This is an optimization exercise on Yosys and OpenROAD, whose aim is small area, a short achievable clock period and few clock cycles per item, not a production implementation.
Function was checked by simulation only, so behaviour that the tests miss may differ from the original.

==> inputs of exp/sierra <==
// julia_pixel_engine
module julia_pixel_engine #(
  parameter int H_RES    = 640,
  parameter int V_RES    = 480,
  parameter int MAX_ITER = 255,
  parameter int FRAC     = 12
) (
  input  logic        clk,
  input  logic        reset_n,
  input  logic        start,
  input  logic        abort,
  input  logic [15:0] c_re,
  input  logic [15:0] c_im,
  input  logic [15:0] re_start,
  input  logic [15:0] im_start,
  input  logic [15:0] step,
  output logic        draw,
  input  logic        draw_ready,
  output logic [9:0]  x,
  output logic [9:0]  y,
  output logic [7:0]  i,
  output logic        busy,
  output logic        frame_done
);
  localparam logic [9:0] X_LAST   = 10'(H_RES - 1);
  localparam logic [9:0] Y_LAST   = 10'(V_RES - 1);
  localparam logic [7:0] ITER_CAP = 8'(MAX_ITER);
  localparam int         NRES     = 6;    
  localparam int         TW       = 3;
  logic busy_q, done_q, draw_q;
  logic run;
  assign run = busy_q & ~done_q;
  logic [15:0] cre_q, cim_q, re0_q, step_q;
  logic [15:0] cur_re, cur_im;
  logic [9:0]  xg;
  logic [9:0]  xo, yo;
  logic [7:0]  io;
  logic [14:0]   zr1, zi1;
  logic          big1, act1;
  ...
export LEC_CHECK = 0
export CAP_MARGIN = 20
export CORE_MARGIN = 2
export CORE_UTILIZATION = 40
export PLACE_DENSITY = 0.6
export SLEW_MARGIN = 20
create_clock -name core_clock -period 11.0 [get_ports {clk}]
run.sh (not shown) runs the stock make flow with config.mk's settings and CLKGATE_MAP_FILE= SYNTH_SCRIPT=/design/flow/synth_recipe.tcl, a recipe that flattens the netlist after the stock synthesis.
==> inputs of exp/ember, as changes to exp/sierra <==
==> flow/flow/run.sh (new file) <==
#!/bin/bash
# Standard ORFS layout (the standard.sh, unchanged synthesis), with the resizer's
# setup repair aimed below the clock period: repair_timing gets a setup margin so that
# it keeps improving paths after the 11 ns constraint is met.
set -euo pipefail
export SETUP_SLACK_MARGIN=7.7
bash standard.sh > flow_standard.log 2>&1
==> flow/standard.sh (new file) <==
#!/bin/bash
# synth_recipe.tcl (not shown) runs the flow's synth.tcl, then flattens the netlist and writes it again
# the make line also repeats each setting of config.mk as NAME=value (left out here)
make -C /OpenROAD-flow-scripts/flow DESIGN_CONFIG=/design/flow/config.mk WORK_HOME=/design/flow/orfs CLKGATE_MAP_FILE= SYNTH_SCRIPT=/design/flow/synth_recipe.tcl "${@:-finish}"
removed: flow/run.sh
==> inputs of exp/juniper, as changes to exp/sierra <==
==> flow/flow/run.sh (new file) <==
#!/bin/bash
# Standard ORFS layout (the standard.sh, unchanged synthesis), with the resizer's
# setup repair aimed below the clock period: repair_timing gets a setup margin so that
# it keeps improving paths after the 11 ns constraint is met. The make output goes to
# flow_standard.log here; ORFS's own per-step logs are under orfs/logs.
set -euo pipefail
export SETUP_SLACK_MARGIN=7.2
bash standard.sh > flow_standard.log 2>&1
==> flow/standard.sh (new file) <==
#!/bin/bash
# synth_recipe.tcl (not shown) runs the flow's synth.tcl, then flattens the netlist and writes it again
# the make line also repeats each setting of config.mk as NAME=value (left out here)
make -C /OpenROAD-flow-scripts/flow DESIGN_CONFIG=/design/flow/config.mk WORK_HOME=/design/flow/orfs CLKGATE_MAP_FILE= SYNTH_SCRIPT=/design/flow/synth_recipe.tcl "${@:-finish}"
removed: flow/run.sh
==> results.txt <==
| metric | exp/sierra | exp/ember | exp/juniper |
|---|---|---|---|
| Status | timing/DRC/antenna clean | timing/DRC/antenna clean | timing/DRC/antenna clean |
| Setup slack of the critical path after layout | 6.16 ns | 7.21 ns | 7.21 ns |
| Worst Tran Pin Value | 1.03 ns | 0.967 ns | 0.990 ns |
| Total stage count of the critical path | 13 | 16 | 17 |
| Layout clock buffers | 70 | 63 | 75 |
| Total instance count after detailed placement | 4716 | 4708 | 4720 |
| Post-CTS repair timing setup buffer count | 0 | 178 | 37 |
| Met1 wire length | 39.2 mm | 41.8 mm | 40.3 mm |
| Antenna Cells | 0 | 1 | 0 |
| Part of the cycle the worst path needs | 0.440 | 0.345 | 0.344 |
| Number of cells on the worst reg-to-reg path | 13 | 16 | 17 |
| Max stage delay on crit path | 0.90 ns | 0.52 ns | 0.51 ns |
| Reg2Reg Capture Point | qp1_13$_DFF_P_ | re3[16]$_DFF_P_ | re3[16]$_DFF_P_ |
| Routed wire length on met3 | 5.09 mm | 8.00 mm | 6.47 mm |
| GRT met2 Usage | 0.313 | 0.350 | 0.324 |
| Number of standard cells in the layout, taps in and fillers out | 4819 | 5079 | 4910 |
| Worst Hold Launch | tg2[0]$_DFF_P_ | it1[4]$_SDFF_PP0_ | it1[2]$_SDFF_PP0_ |
| Inverter count of the layout excluding clock inverters | 699 | 699 | 700 |
| Final weighted congestion in routability-driven placement | 0.878 | 0.863 | 0.860 |
| Overall Global Routing Usage | 0.197 | 0.222 | 0.204 |
| Setup slack after placement | 6.18 ns | 6.43 ns | 6.42 ns |
| Required time of the critical path | 11.55 ns | 11.53 ns | 11.54 ns |
| Post-DP Area | 36100 um^2 | 36400 um^2 | 36100 um^2 |
Testbench counts of exp/sierra, summed over its fixed seeds: cycles 2,665,150, pixels 61,440.
Testbench counts of exp/ember, summed over its fixed seeds: cycles 2,665,150, pixels 61,440.
Testbench counts of exp/juniper, summed over its fixed seeds: cycles 2,665,150, pixels 61,440.

port drivers added, routing unchanged:
In the flow no input, the clock included, has a driving cell. The finished layouts below were timed again as built, in two steps. Step 1, drivers: a clkbuf_16 drives clk and a buf_2 each remaining input, both assumed. Step 2, shift: input delay + t, output delay - t, t = (earliest + latest rising clock arrival at the registers) / 2. This alone moves slack from input paths to output paths. a / b / c = no drivers / after step 1 / after step 2; a / b = the first two.
run | shift t [ns] | slack for setup (ns) | worst setup path at the end | worst register clock-pin slew, ns | cell pins on the clock port's net
exp/sierra | 0.689 | 6.162 / 6.162 / 6.162 | register to register | 0.07 / 0.07 | 1
exp/ember | 0.696 | 7.206 / 7.206 / 7.092 | input to register | 0.07 / 0.07 | 1
exp/juniper | 0.703 | 7.211 / 7.207 / 6.979 | input to register | 0.07 / 0.07 | 1
After both steps every run listed still meets setup and hold. For exp/juniper, which loses most, drivers alone change the setup slack by -0.004 ns; drivers and shift together by -0.232 ns.
